From an optimization exercise on the open Yosys and OpenROAD flow, aimed at small area, a short achievable clock period and few clock cycles per item; shortcuts taken in it are not production practice. At most, simulation tests tie the RTL to the original design; equivalence was not proved. No activity file was given, so power comes from the tool's default toggle rates.

== run 1 ==
// stream_credit_flow_control
module stream_credit_flow_control
(
  input  logic        clk,
  input  logic        rst,
  input  logic        req_valid,
  output logic        req_ready,
  input  logic [2:0]  req_type,
  input  logic [31:0] req_amount,
  output logic        rsp_valid,
  input  logic        rsp_ready,
  output logic [1:0]  rsp_frame_kind,
  output logic [31:0] rsp_frame_length,
  output logic [2:0]  rsp_status,
  output logic        rsp_last,
  output logic [1:0]  rsp_session_state,
  input  logic        cfg_valid,
  output logic        cfg_ready,
  input  logic [1:0]  cfg_index,
  input  logic [31:0] cfg_data
);
clock: 9.0 ns
lec_check: 0
cap_margin: 20
core_margin: 2
core_utilization: 40
setup_slack_margin: 4.5
slew_margin: 20
run.sh (not shown) runs the stock make flow with config.mk's settings and CLKGATE_MAP_FILE= SYNTH_SCRIPT=/design/flow/synth_recipe.tcl, a recipe that flattens the netlist after the stock synthesis.
Having completed the whole flow, run 1 delivered a layout that passed the timing, DRC and antenna checks.
Testbench counts of run 1, summed over its fixed seeds: cycles 7,795, items 3,200.
Inputs modified between run 1 and run 2:
- CTS_CLUSTER_DIAMETER newly set to 100
- CTS_CLUSTER_SIZE newly set to 40
==> run summary <==
Run 2 ended with every stage complete and zero timing, DRC or antenna violations.
Comparing the two runs side by side, run 2 comes out behind run 1 on headroom to the max-slew limit.
Re sum of routed wire segments on met1: run 1 and run 2 aren't equal, and the lower value belongs to run 2.
A worst setup path category of input pin to primary output is what run 1 shows, while register to register belongs to run 2.
On non-clock buffer contribution to total cell area, run 1 and run 2 are neck and neck.
> inputs changed (run 2 -> run 3)
- removing CTS_CLUSTER_DIAMETER (formerly 100)
- removing CTS_CLUSTER_SIZE (formerly 40)
==> flow/flow/run.sh (new file) <==
#!/bin/bash
# The standard layout, with the port buffers made from the smallest buffer cell.
set -euo pipefail
export BUFFER_PORTS_ARGS="-buffer_cell sky130_fd_sc_hd__buf_1"
bash standard.sh > standard.log 2>&1
==> flow/standard.sh (new file) <==
#!/bin/bash
# synth_recipe.tcl (not shown) runs the flow's synth.tcl, then flattens the netlist and writes it again
# the make line also repeats each setting of config.mk as NAME=value (left out here)
make -C /OpenROAD-flow-scripts/flow DESIGN_CONFIG=/design/flow/config.mk WORK_HOME=/design/flow/orfs CLKGATE_MAP_FILE= SYNTH_SCRIPT=/design/flow/synth_recipe.tcl "${@:-finish}"
removed: flow/run.sh
## What came out
The final layout from run 3, which completed every stage, passed the timing, DRC and antenna checks at the end of the flow.
H-tree depth across run 2 and run 3: no real change.
Diff run 2..run 3 | die width | unchanged
Run 3 ended up with sky130_fd_sc_hd__a21oi_1 as its cell with the largest stage delay on the worst path; run 2 ended up with sky130_fd_sc_hd__edfxtp_1.
Comparing area added between synthesis and finish for run 2 and run 3, the smaller number came from run 3.
Between run 2 and run 3, clock skew is lower for run 3, run 2 comes in above that.

* * *

P:
Another version of the RTL of stream_credit_flow_control (not shown whole).
Size: roughly 1800 cells after synthesis, roughly 210 flip-flops, ~120 I/O pins, ~15000 um2 of cells after synthesis.
clock: 9.0 ns
lec_check: 0
cap_margin: 20
core_margin: 2
core_utilization: 40
slew_margin: 20
Stock flow here: none of the scripts above is used.
Testbench counts of P, summed over its fixed seeds: cycles 7,795, items 3,200.
[inputs] Q vs P
diff --git a/flow/config.mk b/flow/config.mk
--- a/flow/config.mk
+++ b/flow/config.mk
@@ -10,2 +10,3 @@
 export CORE_UTILIZATION = 40
+export SETUP_SLACK_MARGIN = 4.5
 export SLEW_MARGIN = 20
### Flow results
From P to Q the numbers moved as follows: clock tree skew after final layout now sits at about the same level, total track usage now sits lower. Re worst setup slack: P and Q aren't equal, and the higher value belongs to Q. A highest-power group of registers is what Q shows, while the clock network belongs to P. Against P as the reference, Q delivers a higher amount of wire on met2 after detailed routing. Q ended up with u_back.credit[31] as its critical path endpoint; P ended up with u_back.credit[19].

* * *

== run A ==
Another version of the RTL of stream_credit_flow_control (not shown whole).
Size: roughly 1700 cells after synthesis, about 200 flip-flops, ~15000 sq um of cells after synthesis.
export LEC_CHECK = 0
export CAP_MARGIN = 20
export CORE_MARGIN = 2
export CORE_UTILIZATION = 75
export CTS_CLUSTER_DIAMETER = 150
export CTS_CLUSTER_SIZE = 50
export SETUP_SLACK_MARGIN = 5.0
export SLEW_MARGIN = 20
create_clock -name core_clock -period 9.0 [get_ports {clk}]
standard.sh (not shown) runs the stock make flow with config.mk's settings and CLKGATE_MAP_FILE= SYNTH_SCRIPT=/design/flow/synth_recipe.tcl, a recipe that flattens the netlist after the stock synthesis.
==> flow/flow/run.sh <==
#!/bin/bash
# The standard layout, with the port buffers made from the smallest buffer cell.
set -euo pipefail
export BUFFER_PORTS_ARGS="-buffer_cell sky130_fd_sc_hd__buf_1"
bash standard.sh > standard.log 2>&1
Run A has completed all stages; timing, DRC and antenna checks passed.
### run A -> run B
# run A
export LEC_CHECK = 0
export CAP_MARGIN = 20
export CORE_MARGIN = 2
export CORE_UTILIZATION = 75
export CTS_CLUSTER_DIAMETER = 150
export CTS_CLUSTER_SIZE = 50
export SETUP_SLACK_MARGIN = 5.0
export SLEW_MARGIN = 20
create_clock -name core_clock -period 9.0 [get_ports {clk}]
# run B
export LEC_CHECK = 0
export CAP_MARGIN = 20
export CORE_MARGIN = 2
export CORE_UTILIZATION = 55
export CTS_CLUSTER_DIAMETER = 150
export CTS_CLUSTER_SIZE = 50
export SETUP_SLACK_MARGIN = 5.0
export SLEW_MARGIN = 20
create_clock -name core_clock -period 9.0 [get_ports {clk}]
Findings:
Every stage of the flow completed for run B, and the final layout passed the timing, DRC and antenna checks.
Going from run A to run B, finished layout cell area ~0 delta; sequential share of layout area ~0 delta; worst setup skew after layout ~0 delta.
Changes in run C relative to run B:
# run B
export LEC_CHECK = 0
export CAP_MARGIN = 20
export CORE_MARGIN = 2
export CORE_UTILIZATION = 55
export CTS_CLUSTER_DIAMETER = 150
export CTS_CLUSTER_SIZE = 50
export SETUP_SLACK_MARGIN = 5.0
export SLEW_MARGIN = 20
create_clock -name core_clock -period 9.0 [get_ports {clk}]
# run C
export LEC_CHECK = 0
export CAP_MARGIN = 20
export CORE_MARGIN = 2
export CORE_UTILIZATION = 40
export CTS_CLUSTER_DIAMETER = 150
export CTS_CLUSTER_SIZE = 50
export SETUP_SLACK_MARGIN = 4.5
export SLEW_MARGIN = 20
create_clock -name core_clock -period 9.0 [get_ports {clk}]
### Flow results
Compared to run B, run C leaves more free space in the core. Relative to run B, the final cell count measured on run C has increased by a few percent. Run C and run B ended up with roughly the same number of multi-input combinational cells. On largest fanout on the critical path, the higher figure sits with run C, not run B. Run C completed; timing, DRC and antenna clean. Compared with run B, run C is the less power-hungry design. Wire length across run B and run C: no real change. Run B → run C: weighted congestion reported at the end of routability-driven placement lost 1.6%, cell count after placement now larger. When run C is set beside run B, its tap cell instance count turns out to be 127 larger.
Function was not checked in any run of this note: the RTL went through the layout flow alone.

* * *

== job 8599 ==
stream_credit_flow_control, a different RTL version from the one above (not shown whole).
Size: about 1700 cells after synthesis, about 200 flip-flops, about 0.015 mm^2 of cells after synthesis.
Settings: LEC_CHECK=0, CAP_MARGIN=20, CORE_MARGIN=2, CORE_UTILIZATION=55, CTS_CLUSTER_DIAMETER=150, CTS_CLUSTER_SIZE=50, SETUP_SLACK_MARGIN=4.8, SLEW_MARGIN=20; clock period 9.0 ns.
Scripts as last shown in full above: flow/flow/run.sh
Testbench counts of job 8599, summed over its fixed seeds: cycles 7,795, items 3,200.
--- input diff job 8599..job 5876 ---
# job 8599
export LEC_CHECK = 0
export CAP_MARGIN = 20
export CORE_MARGIN = 2
export CORE_UTILIZATION = 55
export CTS_CLUSTER_DIAMETER = 150
export CTS_CLUSTER_SIZE = 50
export SETUP_SLACK_MARGIN = 4.8
export SLEW_MARGIN = 20
create_clock -name core_clock -period 9.0 [get_ports {clk}]
# job 5876
export LEC_CHECK = 0
export CAP_MARGIN = 20
export CORE_MARGIN = 2
export CORE_UTILIZATION = 55
export CTS_CLUSTER_DIAMETER = 150
export CTS_CLUSTER_SIZE = 50
export SETUP_SLACK_MARGIN = 5.0
export SLEW_MARGIN = 20
create_clock -name core_clock -period 9.0 [get_ports {clk}]
Findings:
- Job 5876 completed end to end with timing, DRC and antenna clean.
- Looking at start point of the critical path, the rsp_ready result is from job 5876; the u_queue.sel_p one comes from job 8599.
- On total power, job 5876 does better than job 8599.
- [compare] base=job 8599 new=job 5876: setup slack after placement fell 0.12 ns, global-route usage rose 1.4 points, final cell utilization of the core rose 0.32 points.

* * *

the baseline:
Another version of the RTL of stream_credit_flow_control (not shown whole).
Size: ~120 I/O pins, roughly 15,000 µm² of cells after synthesis.
clock: 9.0 ns
lec_check: 0
cap_margin: 20
core_margin: 2
core_utilization: 40
cts_cluster_diameter: 100
cts_cluster_size: 30
setup_slack_margin: 4.5
slew_margin: 20
Scripts as last shown in full above: flow/flow/run.sh
Having completed the whole flow, the baseline delivered a layout that passed the timing, DRC and antenna checks.
Testbench counts of the baseline, summed over its fixed seeds: cycles 7,775, items 3,200.
Here is what was changed in the inputs of the candidate compared with the baseline.
Settings: a change of CTS_CLUSTER_SIZE from 30 to 50; a change of CTS_CLUSTER_DIAMETER from 100 to 150.
Findings:
- Taking the baseline as the reference, in the candidate first-iteration DRC count flat; register-to-register slack flat; maximum number of pins on one net before global-route repair flat.
- The non-clock buffer count of the candidate and that of the baseline are within noise of each other.

* * *

stream_credit_flow_control with an RTL version that a note above also has.
Size: ~1700 cells after synthesis, about 200 flip-flops, roughly 120 I/O pins, about 15000 µm² of cells after synthesis.
Settings: LEC_CHECK=0, CAP_MARGIN=20, CORE_MARGIN=2, CORE_UTILIZATION=40, CTS_CLUSTER_DIAMETER=150, CTS_CLUSTER_SIZE=50, SETUP_SLACK_MARGIN=5.0, SLEW_MARGIN=20; clock period 9.0 ns.
Scripts as last shown in full above: flow/flow/run.sh
The baseline produced a clean layout.
Next try:
- CORE_UTILIZATION: 40 -> 65
Effect:
- setup slack gains 0.030 ns
- synthesized cell count stays the same
- power drops by a few percent
No run of this note included a check of the RTL's function; only the layout flow was run.

* * *

Another version of the RTL of stream_credit_flow_control (not shown whole).
Size: roughly 1,700 cells after synthesis, ~200 flip-flops, ~120 I/O pins, about 0.015 sq mm of cells after synthesis.
Settings: LEC_CHECK=0, CAP_MARGIN=20, CORE_MARGIN=2, CORE_UTILIZATION=55, CTS_CLUSTER_DIAMETER=150, CTS_CLUSTER_SIZE=50, PLACE_DENSITY=0.8, SETUP_SLACK_MARGIN=5.0, SLEW_MARGIN=20; clock period 9.0 ns.
Scripts as last shown in full above: flow/flow/run.sh
Testbench counts at the start, summed over its fixed seeds: cycles 7,795, items 3,200.
Then changed:
- PLACE_DENSITY: 0.8 -> not set
=> The changed run passed the timing, DRC and antenna checks. Utilization came out higher by 0.92 points. Total power came out higher slightly. Setup slack gets better by 9.8 ps. Hold slack is about the same. Design area came out higher slightly.
Then changed:
- TNS_END_PERCENT: not set -> 10
=> Worst setup slack degrades by 8.7 ps; total power rises by 1.6%; worst hold slack barely changes; clock power rose by 4.8%; first-iteration DRC count is higher by 6.2%; design area drops by 0.64%; sequential cell count does not change; clock skew stays flat; global-route usage rose by 1.8 points; combinational power goes up by about 0.7%.
Then changed:
- CTS_BUF_LIST: not set -> sky130_fd_sc_hd__clkbuf_8
- TNS_END_PERCENT: 10 -> not set
The new run completed with no timing, DRC or antenna violations; fmax fell slightly; routed wire length fell by a few percent; utilization rose by 0.23 points; power fell by a little under a tenth; count of clock-buffer cells in the layout fell by 1; clock skew hardly moves; cell area rose slightly; die area does not change.

## separate check: timing with driven ports
The flow's constraints put no driver on any port. The routed layouts listed below were extracted and timed again, unchanged, in two steps.
Step 1: set_driving_cell puts a clkbuf_16 on clk and a buf_2 on each other input, an assumption about the parent block.
Step 2 moves the port delays by t, midway between the first and last clock arrival at a register: inputs arrive t later, outputs are due t later. That takes back most of the time a late clock gives input paths.
Three values: ideal, step 1, step 2; two values: the first two.
run	t, ns	setup WS [ns]	worst setup path after step 2	worst register clock-pin slew, ns	cell pins on the clock port's net
run 1	0.619	4.596 / 4.569 / 4.025	input to register	0.07 / 0.07	1
run 2	0.556	4.594 / 4.584 / 4.069	input to register	0.11 / 0.11	1
run 3	0.609	4.594 / 4.594 / 4.482	input to register	0.07 / 0.07	1
P	0.611	3.252 / 3.252 / 3.252	register to register	0.07 / 0.07	1
Q	0.615	4.504 / 4.504 / 4.429	input to register	0.06 / 0.06	1
run A	0.506	4.718 / 4.686 / 4.565	input to register	0.09 / 0.09	1
run B	0.493	4.833 / 4.799 / 4.579	input to register	0.08 / 0.08	1
run C	0.512	4.551 / 4.531 / 4.531	input to output	0.08 / 0.08	1
job 8599	0.498	4.905 / 4.905 / 4.514	input to register	0.09 / 0.09	1
job 5876	0.511	5.049 / 5.029 / 4.771	input to register	0.09 / 0.09	1
the baseline	0.530	4.583 / 4.561 / 4.220	input to register	0.08 / 0.08	1
the candidate	0.530	4.583 / 4.561 / 4.220	input to register	0.08 / 0.08	1
the first run of note 6	0.514	4.673 / 4.642 / 4.642	input to output	0.08 / 0.08	1
the second run of note 6	0.496	4.703 / 4.671 / 4.570	input to register	0.09 / 0.09	1
the first run of note 7	0.490	5.046 / 5.020 / 4.883	input to register	0.08 / 0.08	1
the second run of note 7	0.495	5.056 / 5.035 / 4.984	input to register	0.09 / 0.09	1
the third run of note 7	0.506	5.047 / 5.027 / 4.814	input to register	0.09 / 0.09	1
the fourth run of note 7	0.532	5.010 / 5.010 / 4.983	input to register	0.12 / 0.12	1
After both steps every run listed still meets setup and hold. The setup slack of run 1, which loses most, moves by -0.027 ns with the drivers and by -0.571 ns with both steps.
